Source: an optimization exercise on an open RTL-to-GDS flow (aim: small area). Production flows keep margins and buffers that such runs may drop. Only simulation tests tie the RTL to the original design; equivalence was not proved. Power figures rest on the tool's default switching activity, not on a simulated workload.

lane 1:
Design capture_buffer, start of the top module:
module capture_buffer #(
    parameter int DATA_W   = 12,
    parameter int DEPTH    = 256,
    parameter int PRE_TRIG = 64
) (
    input  logic              i_clk,
    input  logic              i_RESET,
    input  logic              i_response_valid,
    input  logic [DATA_W-1:0] i_sample_data,
    input  logic              i_trigger,
    output logic [DATA_W-1:0] o_data,
    output logic              o_valid,
    output logic              o_last,
    input  logic              i_ready,
    output logic              o_TRANSFER_DONE,
    output logic              o_armed
);
Settings: LEC_CHECK=0, CAP_MARGIN=20, CORE_MARGIN=2, CORE_UTILIZATION=55, CTS_BUF_LIST=sky130_fd_sc_hd__clkbuf_4, SLEW_MARGIN=20; clock period 10.0 ns.
run.sh (not shown) runs the stock make flow with config.mk's settings and CLKGATE_MAP_FILE= SYNTH_SCRIPT=/design/flow/synth_recipe.tcl, a recipe that flattens the netlist after the stock synthesis.
Lane 1 did not stop at any stage, and its layout met the timing, design-rule and antenna checks.
The inputs of lane 4 differ from those of lane 1 as listed below.
Settings: a deleted CTS_BUF_LIST that had been sky130_fd_sc_hd__clkbuf_4; a change of CORE_UTILIZATION from 55 to 40.
==> run summary <==
On power share of the clock group: between lane 4 and lane 1, it ends up higher for lane 4.
Higher hold slack was reported by lane 4, not lane 1.
Diff lane 1 -> lane 4: share of the final layout cell area in sequential cells has decreased; global-route wire length before repair has decreased.
Delta (lane 4 minus lane 1): storage element area essentially unchanged, clock-buffer cell count dropped about 60%, total wire length decreased about 1%.

========
== run 1 ==
The RTL this note starts from:
==> flow/design.v <==
package scope_pkg;
    typedef enum logic [2:0] {
        ST_FILL    = 3'd0,
        ST_ARMED   = 3'd1,
        ST_POST    = 3'd2,
        ST_READOUT = 3'd3,
        ST_DONE    = 3'd4
    } cap_state_e;
    localparam logic [63:0] HEADER_WORD = {64{1'b1}};
endpackage
module capture_ram #(
    parameter int DATA_W = 12,
    parameter int DEPTH  = 256,
    parameter int CW     = 3,
    localparam int RL    = 1 << CW,
    localparam int NR    = DEPTH / RL
) (
    input  logic              clk_i,
    input  logic              rst_i,
    input  logic [CW-1:0]     col_i,       
    input  logic              push_i,      
    input  logic              pop_i,       
    input  logic [DATA_W-1:0] wr_data_i,
    output logic [DATA_W-1:0] rd_data_o    
);
    logic [CW-1:0]        ph_q;
    logic                 pol_q;
    logic [RL-1:0]        pend_q;
    logic [DATA_W-1:0]    ws_q [RL];
    logic [RL*DATA_W-1:0] ring_q [NR];
    logic [DATA_W-1:0]    ring_out [NR];
    logic now, shift;
    assign now   = (push_i || pop_i) && (col_i == ph_q);
    assign shift = now || pend_q[ph_q];
    always_ff @(posedge clk_i) begin
        if (rst_i) begin
            ph_q   <= '0;
            pol_q  <= 1'b0;
            pend_q <= '0;
        end else begin
            ph_q <= ph_q + CW'(1);
            if (&ph_q) pol_q <= !pol_q;
            for (int c = 0; c < RL; c++) begin
                if ((push_i || pop_i) && col_i == CW'(c) && ph_q != CW'(c)) pend_q[c] <= 1'b1;
                else if (ph_q == CW'(c))                                     pend_q[c] <= 1'b0;
            end
        end
    end
    logic [CW-1:0] ws_ld;
    assign ws_ld = ph_q - col_i;
    always_ff @(posedge clk_i) begin
        for (int i = 0; i < RL; i++) begin
            if (push_i && ws_ld == CW'(i)) ws_q[i] <= wr_data_i;
            else                           ws_q[i] <= ws_q[(i + RL - 1) % RL];
        end
    end
    logic [DATA_W-1:0] ring_in;
    assign ring_in = ((push_i && col_i == ph_q) ? wr_data_i : ws_q[RL-1]) ^ {DATA_W{pol_q}};
    for (genvar r = 0; r < NR; r++) begin : g_ring
        assign ring_out[r] = ring_q[r][RL*DATA_W-1 -: DATA_W];
        always_ff @(posedge clk_i) begin
            ring_q[r] <= {ring_q[r][(RL-1)*DATA_W-1:0],
                          ~(shift ? ((r == 0) ? ring_in : ring_out[(r + NR - 1) % NR]) : ring_out[r])};
        end
    end
    logic [CW-1:0] rd_sel;
    logic          rd_inv;
    assign rd_sel    = ph_q - CW'(1) - col_i;
    assign rd_inv    = pol_q ^ (ph_q > rd_sel);
    assign rd_data_o = ring_q[NR-1][rd_sel*DATA_W +: DATA_W] ^ {DATA_W{rd_inv}};
endmodule
module capture_buffer #(
    parameter int DATA_W   = 12,
    parameter int DEPTH    = 256,
    parameter int PRE_TRIG = 64
) (
    input  logic              i_clk,
    input  logic              i_RESET,
    input  logic              i_response_valid,
    input  logic [DATA_W-1:0] i_sample_data,
    input  logic              i_trigger,
    output logic [DATA_W-1:0] o_data,
    output logic              o_valid,
    output logic              o_last,
    input  logic              i_ready,
    output logic              o_TRANSFER_DONE,
    output logic              o_armed
);
    localparam int AW = $clog2(DEPTH);
    localparam int CW = 3;
    localparam logic [AW-1:0] PRE_LAST = AW'(PRE_TRIG - 1);
    localparam logic [AW-1:0] ALL_LAST = AW'(DEPTH - 1);
    scope_pkg::cap_state_e state_q, state_d;
    logic [AW-1:0]     cnt_q, cnt_d;
    logic [CW-1:0]     col_q;
    logic              o_valid_q, o_valid_d;
    logic              push, pop;
    capture_ram #(.DATA_W(DATA_W), .DEPTH(DEPTH), .CW(CW)) u_ram (
        .clk_i     (i_clk),
        .rst_i     (i_RESET),
        .col_i     (col_q),
        .push_i    (push),
        .pop_i     (pop),
        .wr_data_i (i_sample_data),
        .rd_data_o (o_data)
    );
    always_ff @(posedge i_clk) begin
        if (i_RESET) begin
            state_q   <= scope_pkg::ST_FILL;
            cnt_q     <= '0;
            col_q     <= '0;
            o_valid_q <= 1'b0;
        end else begin
            state_q   <= state_d;
            cnt_q     <= cnt_d;
            o_valid_q <= o_valid_d;
            if (push || pop) col_q <= col_q + CW'(1);
        end
    end
    assign pop = o_valid_q && i_ready;
    always_comb begin
        state_d   = state_q;
        cnt_d     = cnt_q;
        o_valid_d = o_valid_q;
        push      = 1'b0;
        case (state_q)
            scope_pkg::ST_FILL: begin
                if (i_response_valid) begin
                    push  = 1'b1;
                    cnt_d = cnt_q + AW'(1);
                    if (cnt_q == PRE_LAST) state_d = scope_pkg::ST_ARMED;
                end
            end
            scope_pkg::ST_ARMED: begin
                push = i_response_valid;
                if (i_trigger) begin
                    if (i_response_valid) cnt_d = cnt_q + AW'(1);
                    state_d = scope_pkg::ST_POST;
                end
            end
            scope_pkg::ST_POST: begin
                if (i_response_valid) begin
                    push  = 1'b1;
                    cnt_d = cnt_q + AW'(1);
                    if (cnt_q == ALL_LAST) state_d = scope_pkg::ST_READOUT;
                end
            end
            scope_pkg::ST_READOUT: begin
                o_valid_d = 1'b1;
                if (pop) begin
                    cnt_d = cnt_q + AW'(1);
                    if (cnt_q == ALL_LAST) begin
                        o_valid_d = 1'b0;
                        state_d   = scope_pkg::ST_DONE;
                    end
                end
            end
            scope_pkg::ST_DONE: begin
                state_d = scope_pkg::ST_FILL;
            end
            default: state_d = scope_pkg::ST_FILL;
        endcase
    end
    assign o_valid = o_valid_q;
    assign o_last  = o_valid_q && (cnt_q == ALL_LAST);
    assign o_TRANSFER_DONE = (state_q == scope_pkg::ST_DONE);
    assign o_armed         = (state_q == scope_pkg::ST_ARMED);
endmodule
Settings: LEC_CHECK=0, CAP_MARGIN=20, CORE_MARGIN=2, CORE_UTILIZATION=55, CTS_BUF_LIST=sky130_fd_sc_hd__clkbuf_8, CTS_CLUSTER_DIAMETER=60, CTS_CLUSTER_SIZE=20, SLEW_MARGIN=20; clock period 10.0 ns.
The inputs of run 2 differ from those of run 1 as listed below.
- CORE_UTILIZATION now 68, was 55
- [compare] base=run 1 new=run 2: starting density of the core went up by 14 points; area of all placed cells without fillers lower; die area has decreased; proportion of total power due to net switching now sits at about the same level.
- Row relative contribution of sequential cells to total power: run 2 higher / run 1 lower
- Compared run 2 vs run 1, and maximum frequency from static timing analysis is up in run 2.
- Run 2 reached the final stage; the timing, design-rule and antenna checks on its layout passed.
- Run 1 and run 2 ended up with roughly the same deepest level of the CTS H-tree.
### run 2 -> run 3
- CORE_UTILIZATION now 60, was 68
==> flow/flow/run.sh (new file) <==
#!/bin/bash
# Standard layout (the standard.sh, unchanged synthesis) with two changes:
# clock tree synthesis without dummy loads, and the smallest buffer on the ports.
set -euo pipefail
export CTS_ARGS="-sink_clustering_enable -repair_clock_nets -dont_use_dummy_load -buf_list sky130_fd_sc_hd__clkbuf_8 -sink_clustering_size 20 -sink_clustering_max_diameter 60"
export BUFFER_PORTS_ARGS="-buffer_cell sky130_fd_sc_hd__buf_1"
bash standard.sh > standard.log 2>&1
==> flow/standard.sh (new file) <==
#!/bin/bash
# synth_recipe.tcl (not shown) runs the flow's synth.tcl, then flattens the netlist and writes it again
# the make line also repeats each setting of config.mk as NAME=value (left out here)
make -C /OpenROAD-flow-scripts/flow DESIGN_CONFIG=/design/flow/config.mk WORK_HOME=/design/flow/orfs CLKGATE_MAP_FILE= SYNTH_SCRIPT=/design/flow/synth_recipe.tcl "${@:-finish}"
removed: flow/run.sh
Results
Run 3 reached the final stage; the timing, design-rule and antenna checks on its layout passed. Global-route total usage across every layer, run 3 and run 2: higher on run 2. Per the comparison of run 3 with run 2, part of the total power dissipated in combinational logic barely changed, combinational power dropped about 3.2%, cell area barely changed, cell depth of the worst setup path dropped 2.

========
capture_buffer, a different RTL version from the one above (not shown whole).
Size in the first run: roughly 3,200 flip-flops, roughly 33 I/O pins.
clock: 10.0 ns
lec_check: 0
cap_margin: 20
core_margin: 2
core_utilization: 78
cts_buf_list: sky130_fd_sc_hd__clkbuf_8
cts_cluster_diameter: 60
cts_cluster_size: 20
slew_margin: 20
Stock flow here: none of the scripts above is used.
The starting point passed the timing, design-rule and antenna checks.
Rerun with:
Settings changed: CORE_UTILIZATION 78 to 65.
Result: First-iteration DRC count rose by 6.1%; routed wire length fell by 6.8%; critical path depth stays the same; power fell by 0.97%.

========
Another version of the RTL of capture_buffer (not shown whole).
Size in the first run: about 4000 cells after synthesis, ~33 I/O pins, roughly 71000 um^2 of cells after synthesis.
==> flow/design.v (excerpt) <==
module capture_buffer #(
    parameter int DATA_W   = 12,
    parameter int DEPTH    = 256,
    parameter int PRE_TRIG = 64
) (
    input  logic              i_clk,
    input  logic              i_RESET,
    input  logic              i_response_valid,
    input  logic [DATA_W-1:0] i_sample_data,
    input  logic              i_trigger,
    output logic [DATA_W-1:0] o_data,
    output logic              o_valid,
    output logic              o_last,
    input  logic              i_ready,
    output logic              o_TRANSFER_DONE,
    output logic              o_armed
);
clock: 10.0 ns
lec_check: 0
cap_margin: 20
core_margin: 2
core_utilization: 65
cts_buf_list: sky130_fd_sc_hd__clkbuf_8
cts_cluster_diameter: 60
cts_cluster_size: 20
slew_margin: 20
Change:
==> flow/flow/run.sh (new file) <==
#!/bin/bash
# Standard layout (the standard.sh, unchanged synthesis) with two changes:
# clock tree synthesis without dummy loads, and the smallest buffer on the ports.
set -euo pipefail
export CTS_ARGS="-sink_clustering_enable -repair_clock_nets -dont_use_dummy_load -buf_list sky130_fd_sc_hd__clkbuf_8 -sink_clustering_size 20 -sink_clustering_max_diameter 60"
export BUFFER_PORTS_ARGS="-buffer_cell sky130_fd_sc_hd__buf_1"
bash standard.sh > standard.log 2>&1
==> flow/standard.sh (new file) <==
#!/bin/bash
# synth_recipe.tcl (not shown) runs the flow's synth.tcl, then flattens the netlist and writes it again
# the make line also repeats each setting of config.mk as NAME=value (left out here)
make -C /OpenROAD-flow-scripts/flow DESIGN_CONFIG=/design/flow/config.mk WORK_HOME=/design/flow/orfs CLKGATE_MAP_FILE= SYNTH_SCRIPT=/design/flow/synth_recipe.tcl "${@:-finish}"
removed: flow/run.sh
=> The new run passed the timing, design-rule and antenna checks; core utilization drops by 0.37 points; via count climbs slightly; routed wire length drops slightly; synthesized area stays the same; total power drops slightly; sequential power hardly moves; design area drops slightly; worst setup slack is better by 470 ps; global-route usage hardly moves; cell count drops slightly; count of clock-buffer cells in the layout drops by 8.

-- port drivers added, routing unchanged --
Ports are ideal in the flow. The routed layouts listed here were re-timed in OpenROAD.
Step 1 assumes that a clkbuf_16 drives the clock port and a buf_2 every other input.
Step 2, shift: input delay + t, output delay - t, t = (earliest + latest rising clock arrival at the registers) / 2. This alone moves slack from input paths to output paths.
Three values: ideal ports, drivers, drivers and shift; two values: the first two.
run	t, ns	setup WS [ns]	hold WS [ns]	worst register clock-pin slew, ns	worst data-port slew with drivers (ns)
lane 1	1.306	2.744 / 2.718 / 1.412	0.237 / 0.237 / 0.237	0.08 / 0.08	0.09
lane 4	0.979	2.582 / 2.574 / 1.595	0.277 / 0.277 / 0.277	0.07 / 0.07	0.10
run 1	0.939	2.915 / 2.848 / 3.787	0.312 / 0.312 / 0.312	0.11 / 0.11	0.04
run 2	0.902	3.623 / 3.560 / 4.451	0.318 / 0.318 / 0.318	0.12 / 0.12	0.04
run 3	0.905	3.629 / 3.567 / 4.473	0.264 / 0.264 / 0.264	0.12 / 0.12	0.06
the first run of note 3	0.918	2.499 / 2.438 / 3.356	0.318 / 0.318 / 0.318	0.12 / 0.12	0.04
the second run of note 3	0.910	2.694 / 2.628 / 3.538	0.314 / 0.314 / 0.314	0.12 / 0.12	0.05
the first run of note 4	0.898	3.081 / 3.017 / 3.915	0.320 / 0.320 / 0.320	0.11 / 0.11	0.07
the second run of note 4	0.879	3.552 / 3.493 / 4.372	0.308 / 0.308 / 0.308	0.11 / 0.11	0.04
After both steps setup and hold are still met in every run listed. For lane 1, which loses most, drivers alone change the setup slack by -0.026 ns; drivers and shift together by -1.332 ns.
